What follows belongs to an exercise in optimizing a design on an open flow for small area, a short achievable clock period and few clock cycles per item; a production flow would make more cautious choices.
In this exercise RTL edits were held to simulation tests only and were not proved equivalent to the original.
No activity file was given, so power comes from the tool's default toggle rates.

==> flow/design.v (outline; a module is shown in full before it is edited, if it fits) <==
// module fpu_bpp: 10 lines
// module fpu_fa: 10 lines
// module fpu_mult_pre: 54 lines
// module fpu_mult_sa: 1245 lines
// module fpu_mult_sb: 364 lines
// module fpu_mult_arb: 111 lines
module fpu_mult_arb
#(
   parameter int NUM_REQ = 4
)(
   input  logic                    clk,
   input  logic                    rst,
   input  logic [NUM_REQ-1:0]      req_valid,
   output logic [NUM_REQ-1:0]      req_ready,
   input  logic [NUM_REQ*FP_W-1:0] req_a,
   input  logic [NUM_REQ*FP_W-1:0] req_b,
   output logic [NUM_REQ-1:0]      rsp_valid,
   input  logic [NUM_REQ-1:0]      rsp_ready,
   output logic [FP_W-1:0]         rsp_data,
   output logic                    busy
);
  // ...
==> flow/flow/run.sh <==
#!/bin/bash
set -euo pipefail
MARGIN=5.8
cd "$(dirname "$0")/.."
bash standard.sh "BUFFER_PORTS_ARGS=-buffer_cell sky130_fd_sc_hd__buf_1" \
   "SETUP_SLACK_MARGIN=$MARGIN" finish > standard.log 2>&1
==> flow/standard.sh <==
#!/bin/bash
# synth_recipe.tcl (not shown) runs the flow's synth.tcl, then flattens the netlist and writes it again
# the make line also repeats each setting of config.mk as NAME=value (left out here)
make -C /OpenROAD-flow-scripts/flow DESIGN_CONFIG=/design/flow/config.mk WORK_HOME=/design/flow/orfs CLKGATE_MAP_FILE= SYNTH_SCRIPT=/design/flow/synth_recipe.tcl "${@:-finish}"
==> flow/config.mk <==
export PLATFORM = sky130hd
export DESIGN_NAME = fpu_mult_arb
export DESIGN_NICKNAME = fpu_mult_arb
export VERILOG_FILES = /design/flow/design.v
export SDC_FILE = /design/flow/constraint.sdc
export NUM_CORES = 4
export LEC_CHECK = 0
export CAP_MARGIN = 0
export CORE_MARGIN = 2
export CORE_UTILIZATION = 60
export SLEW_MARGIN = 0
export SYNTH_HIERARCHICAL = 1
export SYNTH_MINIMUM_KEEP_SIZE = 0
export TNS_END_PERCENT = 0
==> flow/constraint.sdc <==
create_clock -name core_clock -period 9.0 [get_ports {clk}]
set_input_delay 1.8000 -clock core_clock [delete_from_list [all_inputs] [get_ports {clk}]]
set_output_delay 1.8000 -clock core_clock [all_outputs]
set_load 0.01 [all_outputs]
==> impl_metrics.py, run 1 <==
metrics = {
    "global_route": {
        "grt_pass1_vias": 17640,
        "grtUsageMet1": 0.4326,
        "grt_busiest_layer": "met2",
    },
    "setup_path": {
        "start_kind": "register",
        "reg2reg_slack_ns": 5.76,
        "path_class": "reg -> reg",
        "worstPathArrival_ns": 3.71,
        "cp_top_family": "adder cells",
    },
    "pwr": {
        "clockPowerShare": 0.402,
        "power.group.top": "registers",
    },
    "run_status": {
        "status": "timing/DRC/antenna clean",
    },
    "layout": {
        "final_cell_mix": "xnor2_1, buf_1, a22oi_2",
        "largest_register_ffs": 108,
        "buffers": 331,
        "utilization": 0.6572,
    },
    "hold_path": {
        "hp-start": "r1_e[4]$_DFF_P_",
    },
    "place": {
        "placed_cells": 2581,
    },
    "clocking": {
        "cts_tree": "built",
    },
    "detailed_routing": {
        "highest_layer": "met4",
        "wl_mm": 67.35,
    },
    "floorplan": {
        "dieArea_mm2": 0.04039,
        "core_area_mm2": 0.03847,
        "die_h_um": 201.0,
        "die_w_um": 201.0,
        "io_pins": 307,
    },
    "synthesis": {
        "ys_seq_elements": 271,
    },
    "sta": {
        "fin_ws_ns": 5.759,
        "hold_slack_ns": 0.3229,
        "fmax_ghz": 0.3086,
        "worst_pin_slew_ns": 1.171,
        "min_period_ns": 3.241,
    },
}
Testbench counts, summed over its fixed seeds: cycles 3,232, items 3,200.
==> inputs of run 2 (changes only) <==
--- a/flow/flow/run.sh
+++ b/flow/flow/run.sh
@@ -2,3 +2,3 @@
 set -euo pipefail
-MARGIN=5.8
+MARGIN=6.0
 cd "$(dirname "$0")/.."
--- a/flow/config.mk
+++ b/flow/config.mk
@@ -13,2 +13,2 @@
 export SYNTH_MINIMUM_KEEP_SIZE = 0
-export TNS_END_PERCENT = 0
+export TNS_END_PERCENT = 5
==> impl_metrics.py, run 2 <==
metrics = {
    "layout": {
        "syn_to_final_growth_pct": 15.56,
        "final_common_cell": "xnor2_1",
        "largest_register_ffs": 108,
        "reg_top3": "r2_cut: 108 flops, r1_bs: 36 flops, r_hdata: 32 flops",
        "final_cell_mix": "xnor2_1, buf_1, a22oi_2",
        "largest-register": "r2_cut",
        "fill_cells": 2821,
        "drive_gt1_frac": 0.2425,
        "finalNetCount": 2777,
    },
    "detailed_routing": {
        "route.detailed.drc": 0,
        "drt-vias-per-instance": 6.413,
        "highest_layer": "met4",
        "drt-met1-wl_mm": 30.58,
        "firstDrtPassIters": 5,
        "route.met3.wl_mm": 9.105,
        "drtIter0Drc": 1781,
        "ant_nets": 0,
        "wl_per_cell_um": 28.68,
        "wl_met2_mm": 34.68,
        "wl_mm": 77.72,
        "vias": 17380,
    },
    "setup_path": {
        "start_kind": "register",
        "worst_ep_required_time_ns": 9.47,
        "endpoint_kind": "register",
        "worstPathArrival_ns": 3.66,
        "path_class": "reg -> reg",
        "cp_max_fo": 14,
    },
    "place": {
        "place_congestion": 0.8948,
        "placement.io_buffers": 306,
        "place_hpwl_mm": 43.54,
        "pre_cts_slack_ns": 4.906,
    },
    "hold_path": {
        "hp-class": "reg -> reg",
    },
    "sta": {
        "drv_slew": 0,
        "rsz0062_at_grt": "yes",
        "skew_ns": 0.02117,
        "fin_ws_ns": 5.810,
        "tns_ns": 0,
        "setup_viol": 0,
        "finalHoldViolCount": 0,
        "fmax_ghz": 0.3134,
        "finalCritPeriodShare": 0.3545,
        "worst_pin_slew_ns": 0.7668,
        "relSlewSlack": 0.4882,
        "min_period_ns": 3.190,
    },
    "synthesis": {
        "syn-cell-area_mm2": 0.02328,
        "async_flop_share": 0.07380,
        "yosys-top-cells-area": "fa_1, dfxtp_1, a22oi_2",
        "avgSynthCellArea_um2": 12.16,
        "synth_cell_types": 61,
        "ys_warn_count": 7,
        "ys_seq_elements": 271,
        "synthCells": 1914,
        "synth_top_cell_by_area": "fa_1",
        "syn_nets": 2530,
        "synth_top_flop_cell": "dfxtp_1",
        "yosys.cell_count.top_type": "xnor2_1",
        "yosysTopAreaCellShare": 0.2270,
        "ys_seq_area_frac": 0.2658,
        "synth_edf_count": 66,
        "ys_top_cells_by_count": "xnor2_1, a22oi_2, fa_1",
    },
    "global_route": {
        "antenna_found_initial": 6,
        "grt.total_usage": 0.3857,
        "grt_first_pass_wirelength_mm": 115.7,
        "grt_pass1_vias": 18430,
        "grt-ovfl-total": 0,
        "grt_max_degree": 69,
    },
    "clocking": {
        "cts_buffer_depth": 3,
        "clock_latency_ns": 0.61,
        "h-tree-depth": 1,
        "root_buffer": "clkbuf_16",
        "cts_tree": "built",
        "cts.sinks": 271,
        "numCtsBuffers": 31,
        "hold_buffers": 0,
        "clk_transition_reported_paths_ns": 0.06,
    },
    "pwr": {
        "p_leak_nw": 10.07,
        "finalPower_mw": 3.112,
        "powerDensity_mw_per_mm2": 115.7,
        "ir_drop_v": 0.0001449,
    },
    "floorplan": {
        "floorplan.rows": 72,
        "dieArea_mm2": 0.04039,
        "die_h_um": 201.0,
        "io_pins": 307,
        "core_area_mm2": 0.03847,
        "initial_utilization": 0.6051,
        "die_w_um": 201.0,
    },
    "flow_run": {
        "max_cap_violations": 0,
    },
    "run_status": {
        "status": "timing/DRC/antenna clean",
    },
}
run 2: changes by cell type in the layout (fill, tap and decap cells not counted), moves of 10 or more:
cell | before | now
buf_4 | 25 | 15
buf_12 | 0 | 28
buf_16 | 0 | 29
dfxtp_4 | 41 | 58
dfxtp_1 | 140 | 125
buf_8 | 0 | 14
run 2: worst max-delay path, cell delays in order (launching register included):
cell and delay [ns]:
dfxtp_4 0.61, buf_12 0.25, a22oi_2 0.08, xnor2_1 0.22, fa_1 0.48, fa_1 0.53
fa_1 0.41, fa_1 0.45
run 2: metal layers:
layer  track usage  vias up
li1              -     7225
met1        0.5172     8731
met2        0.5900     1190
met3        0.1131      232
met4        0.1545        0
met5             0        -
run 2: what timing repair did:
item                       CTS  global route
gates resized for setup     22             9
setup endpoints to repair  135           106
pin swaps                   10             1
setup buffers               76             4
gates cloned                 2             0
run 2: where the power goes:
group          internal (mW)  switching, mW  total [mW]
sequential              1.40         0.0458        1.44
combinational          0.170          0.257       0.427
clock                  0.713          0.531        1.24
run 2: logic make-up (layout without fill, tap and decap cells):
logic type,after synthesis,count (layout),synth area share
compound gates,488,488,0.2112
xor+xnor,346,346,0.1302
buf+inv,246,516,0.06396
fa+ha+maj,350,350,0.2733
mux,36,36,0.01828
flops,271,271,0.2658
other cells,2,8,0.0003226
simple gates,175,177,0.03693
run 2: worst paths after layout:
kind	startpoint	end	slack (ns)	depth (start not counted)
worst min-delay path	r1_e[0]$_DFF_P_	r2_e[0]$_DFF_P_	0.33	0
worst min register to register	r1_e[0]$_DFF_P_	r2_e[0]$_DFF_P_	0.33	0
worst max register to register	r1_ma[15]$_DFF_P_	r2_cut[53]$_DFF_P_	5.81	7
max in group asynchronous	rst	r_ptr[3]$_DFF_PP0_	7.15	2
min in group asynchronous	rst	r_hown[1]$_DFFE_PP0P_	1.32	2
worst max-delay path	r1_ma[15]$_DFF_P_	r2_cut[53]$_DFF_P_	5.81	7
run 2: final cells by class:
| cell class | count | area (um2) | area share |
|---|---|---|---|
| Inverter | 65 | 244.0 | 0.009070 |
| Clock inverter | 13 | 103.9 | 0.003861 |
| Clock buffer | 45 | 889.6 | 0.03307 |
| Sequential cell | 271 | 6411 | 0.2383 |
| Antenna cell | 6 | 15.01 | 0.0005582 |
| Multi-Input combinational cell | 1399 | 15750 | 0.5854 |
| Tap cell | 518 | 648.1 | 0.02409 |
| Timing Repair Buffer | 393 | 2841 | 0.1056 |
run 2: stage by stage:
step	cell area, um2	cells	hold WS, ns	utilization
4_1_cts	26770	2700	0.3283	0.6960
2_1_floorplan	23490	1914	0.3096	-
6_report	26900	2710	0.3271	0.6993
3_5_place_dp	24100	2564	0.3143	0.6266
3_3_place_gp	24100	2564	0.3128	0.6266
5_1_grt	26900	2710	0.3313	0.6993
run 2: per-module statistics from Yosys (local to each module, per instance):
module,flops+latches,cells inside,copies in the design
fpu_bpp,0,2,264
fpu_fa,0,1,262
fpu_mult_arb,271,614,1
fpu_mult_pre,0,81,1
fpu_mult_sa,0,231,1
fpu_mult_sb,0,198,1
==> inputs of run 3 (changes only) <==
--- a/flow/flow/run.sh
+++ b/flow/flow/run.sh
@@ -2,3 +2,3 @@
 set -euo pipefail
-MARGIN=6.0
+MARGIN=5.9
 cd "$(dirname "$0")/.."
--- a/flow/config.mk
+++ b/flow/config.mk
@@ -13,2 +13,2 @@
 export SYNTH_MINIMUM_KEEP_SIZE = 0
-export TNS_END_PERCENT = 5
+export TNS_END_PERCENT = 10
==> impl_metrics.py, run 3 <==
metrics = {
    "clocking": {
        "clk_transition_reported_paths_ns": 0.06,
        "root_buffer": "clkbuf_16",
        "h-tree-depth": 1,
        "cts_buffer_depth": 3,
        "cts.sinks": 271,
        "numCtsBuffers": 30,
        "clock_latency_ns": 0.60,
        "cts_tree": "built",
    },
    "global_route": {
        "grt-ovfl-total": 0,
        "grtUsageMet3": 0.07614,
        "grt_first_pass_wirelength_mm": 105.9,
        "grt_pass1_vias": 17590,
        "grt_busiest_layer": "met2",
        "grtUsageMet1": 0.4739,
        "grt.total_usage": 0.3483,
        "grt_max_degree": 69,
        "grtUsageMet2": 0.5388,
        "antenna_found_initial": 5,
    },
    "floorplan": {
        "dieArea_mm2": 0.04039,
        "die_h_um": 201.0,
        "core_area_mm2": 0.03847,
        "die_w_um": 201.0,
        "floorplan.rows": 72,
        "io_pins": 307,
        "initial_utilization": 0.6051,
    },
    "detailed_routing": {
        "ant_nets": 0,
        "vias": 16540,
        "firstDrtPassIters": 6,
        "drtIter0Drc": 1459,
        "wl_per_cell_um": 26.40,
        "wl_mm": 70.11,
        "drt-vias-per-instance": 6.227,
        "route.detailed.drc": 0,
    },
    "layout": {
        "final_cell_mix": "xnor2_1, buf_1, a22oi_2",
        "reg_top3": "r2_cut: 108 flops, r1_bs: 36 flops, r_hdata: 32 flops",
        "final_common_cell": "xnor2_1",
        "finalNetCount": 2725,
        "fill_cells": 3002,
        "largest_register_ffs": 108,
        "multi_input_area_mm2": 0.01573,
        "drive_gt1_frac": 0.2278,
        "regArea_mm2": 0.006397,
        "syn_to_final_growth_pct": 11.30,
        "largest-register": "r2_cut",
        "utilization": 0.6735,
        "design_area_mm2": 0.02591,
    },
    "synthesis": {
        "ys_seq_elements": 271,
        "syn_nets": 2530,
        "ys_top_cells_by_count": "xnor2_1, a22oi_2, fa_1",
        "synth_top_flop_cell": "dfxtp_1",
        "yosys-top-cells-area": "fa_1, dfxtp_1, a22oi_2",
        "syn-cell-area_mm2": 0.02328,
        "synthCells": 1914,
        "synth_cell_types": 61,
        "synth_top_cell_by_area": "fa_1",
        "synth_edf_count": 66,
        "ys_warn_count": 7,
        "async_flop_share": 0.07380,
        "yosys.cell_count.top_type": "xnor2_1",
        "yosysTopAreaCellShare": 0.2270,
        "avgSynthCellArea_um2": 12.16,
        "ys_seq_area_frac": 0.2658,
    },
    "sta": {
        "min_period_ns": 3.198,
        "hold_slack_ns": 0.3272,
        "rsz0062_at_grt": "yes",
        "worst_pin_slew_ns": 0.7794,
        "relSlewSlack": 0.4804,
        "drv_slew": 0,
        "fmax_ghz": 0.3127,
        "finalHoldViolCount": 0,
        "finalCritPeriodShare": 0.3554,
        "setup_viol": 0,
        "tns_ns": 0,
        "skew_ns": 0.04338,
    },
    "pwr": {
        "ir_drop_v": 0.0001145,
        "powerDensity_mw_per_mm2": 121.5,
        "finalPower_mw": 3.147,
        "p_leak_nw": 9.655,
    },
    "setup_path": {
        "cpPeakStageDelay_ns": 0.72,
        "endpoint_kind": "register",
        "cp_max_fo": 25,
        "path_class": "reg -> reg",
        "cp_common_cell": "fa_1",
        "path_cells": "a22oi_2 > xnor2_1 > fa_1 > fa_1 > fa_1 > fa_1",
        "start_kind": "register",
        "cp_num_buf_inv": 0,
        "cp_top_family": "adder cells",
        "worstPathArrival_ns": 3.63,
        "worst_ep_required_time_ns": 9.44,
        "crit_slowest_cell": "dfxtp_4",
    },
    "run_status": {
        "status": "timing/DRC/antenna clean",
    },
    "place": {
        "placement.io_buffers": 306,
        "dpl_cell_area_mm2": 0.02407,
        "place_congestion": 0.9388,
        "place_hpwl_mm": 43.43,
    },
    "flow_run": {
        "max_cap_violations": 0,
    },
    "hold_path": {
        "hp-class": "reg -> reg",
    },
}
run 3: cell counts after synthesis:
Identical to the previous run, type by type.
run 3: area by class of cell:
cell class | count | share of cell area
diodes | 5 | 0.0004830
clock buffers | 34 | 0.03033
clock inverters | 22 | 0.01009
inverters | 65 | 0.009418
multi-input cells | 1398 | 0.6071
flip-flops and latches | 271 | 0.2469
well taps | 518 | 0.02502
repair buffers | 343 | 0.07061
run 3: timing repair:
item,4_1_cts,5_1_grt
buffers inserted,23,2
setup endpoints to repair,122,56
resized for setup,41,10
hold endpoints to repair,0,0
hold buffers,0,0
pin swaps,3,1
cloned,1,0
run 3: final timing paths:
kind / startpoint / end / slack, ns / cells past startpoint
max in group asynchronous: rst / r_ptr[1]$_DFF_PP0_ / 7.16 / 2
min reg2reg: r1_e[0]$_DFF_P_ / r2_e[0]$_DFF_P_ / 0.33 / 0
min: r1_e[0]$_DFF_P_ / r2_e[0]$_DFF_P_ / 0.33 / 0
max reg2reg: r1_ma[21]$_DFF_P_ / r2_cut[47]$_DFF_P_ / 5.80 / 6
max: r1_ma[21]$_DFF_P_ / r2_cut[47]$_DFF_P_ / 5.80 / 6
min in group asynchronous: rst / r_hown[0]$_DFFE_PP0P_ / 1.31 / 2
run 3: per-layer routing:
layer | up-vias | wire length (um)
met1 | 8308 | 28750
met5 | - | 0
met2 | 934 | 31670
li1 | 7110 | -
met3 | 187 | 6675
met4 | 0 | 3019
run 3: worst reg2reg max path, stage by stage, from the launching register on:
cell	delay (ns)
dfxtp_4	0.72
a22oi_2	0.20
xnor2_1	0.18
fa_1	0.55
fa_1	0.50
fa_1	0.47
fa_1	0.45
run 3: logic make-up after synthesis:
| logic type | Yosys count | synth area share |
|---|---|---|
| AO/OA/AOI/OAI | 488 | 0.2112 |
| adder cells (fa/ha/maj) | 350 | 0.2733 |
| XOR/XNOR | 346 | 0.1302 |
| flip-flops | 271 | 0.2658 |
| buffers and inverters | 246 | 0.06396 |
| AND/OR/NAND/NOR | 175 | 0.03693 |
| multiplexers | 36 | 0.01828 |
| other | 2 | 0.0003226 |
run 3: through the flow:
step	setup WS, ns	cells
2_1_floorplan	5.571	1914
3_3_place_gp	4.955	2569
3_5_place_dp	4.850	2569
4_1_cts	5.752	2649
5_1_grt	5.744	2656
6_report	5.802	2656
run 3: report_power, final:
group / switching [mW] / internal [mW] / total (mW)
Combinational: 0.246 / 0.171 / 0.417
Sequential: 0.0527 / 1.40 / 1.45
Clock: 0.530 / 0.750 / 1.28
Total: 0.829 / 2.32 / 3.15
run 3: Yosys stat by module (local to each module, per instance):
module        area (um2)  cells  flip-flops and latches
fpu_fa             20.02      1                       0
fpu_mult_sb         1603    198                       0
fpu_mult_sa         1670    231                       0
fpu_mult_arb        8568    614                     271
fpu_bpp            21.27      2                       0
fpu_mult_pre       575.6     81                       0

separate check: timing with driven ports:
In the flow no input, the clock included, has a driving cell. The finished layouts below were timed again as built, in two steps. Step 1: set_driving_cell puts a clkbuf_16 on clk and a buf_2 on each other input, an assumption about the parent block. Step 2, shift: input delay + t, output delay - t, t = (earliest + latest rising clock arrival at the registers) / 2. This alone moves slack from input paths to output paths. Slacks: ideal ports / drivers / drivers and shift; pairs: ideal ports / drivers.
| run | shift t [ns] | slack for setup (ns) | worst setup path after step 2 |
|---|---|---|---|
| run 1 | 0.639 | 5.759 / 5.759 / 5.237 | input to register |
| run 2 | 0.657 | 5.810 / 5.810 / 5.225 | input to register |
| run 3 | 0.635 | 5.802 / 5.802 / 5.295 | input to register |
After both steps setup and hold are still met in every run listed. For run 2, which loses most, drivers alone change the setup slack by 0.000 ns; drivers and shift together by -0.585 ns.
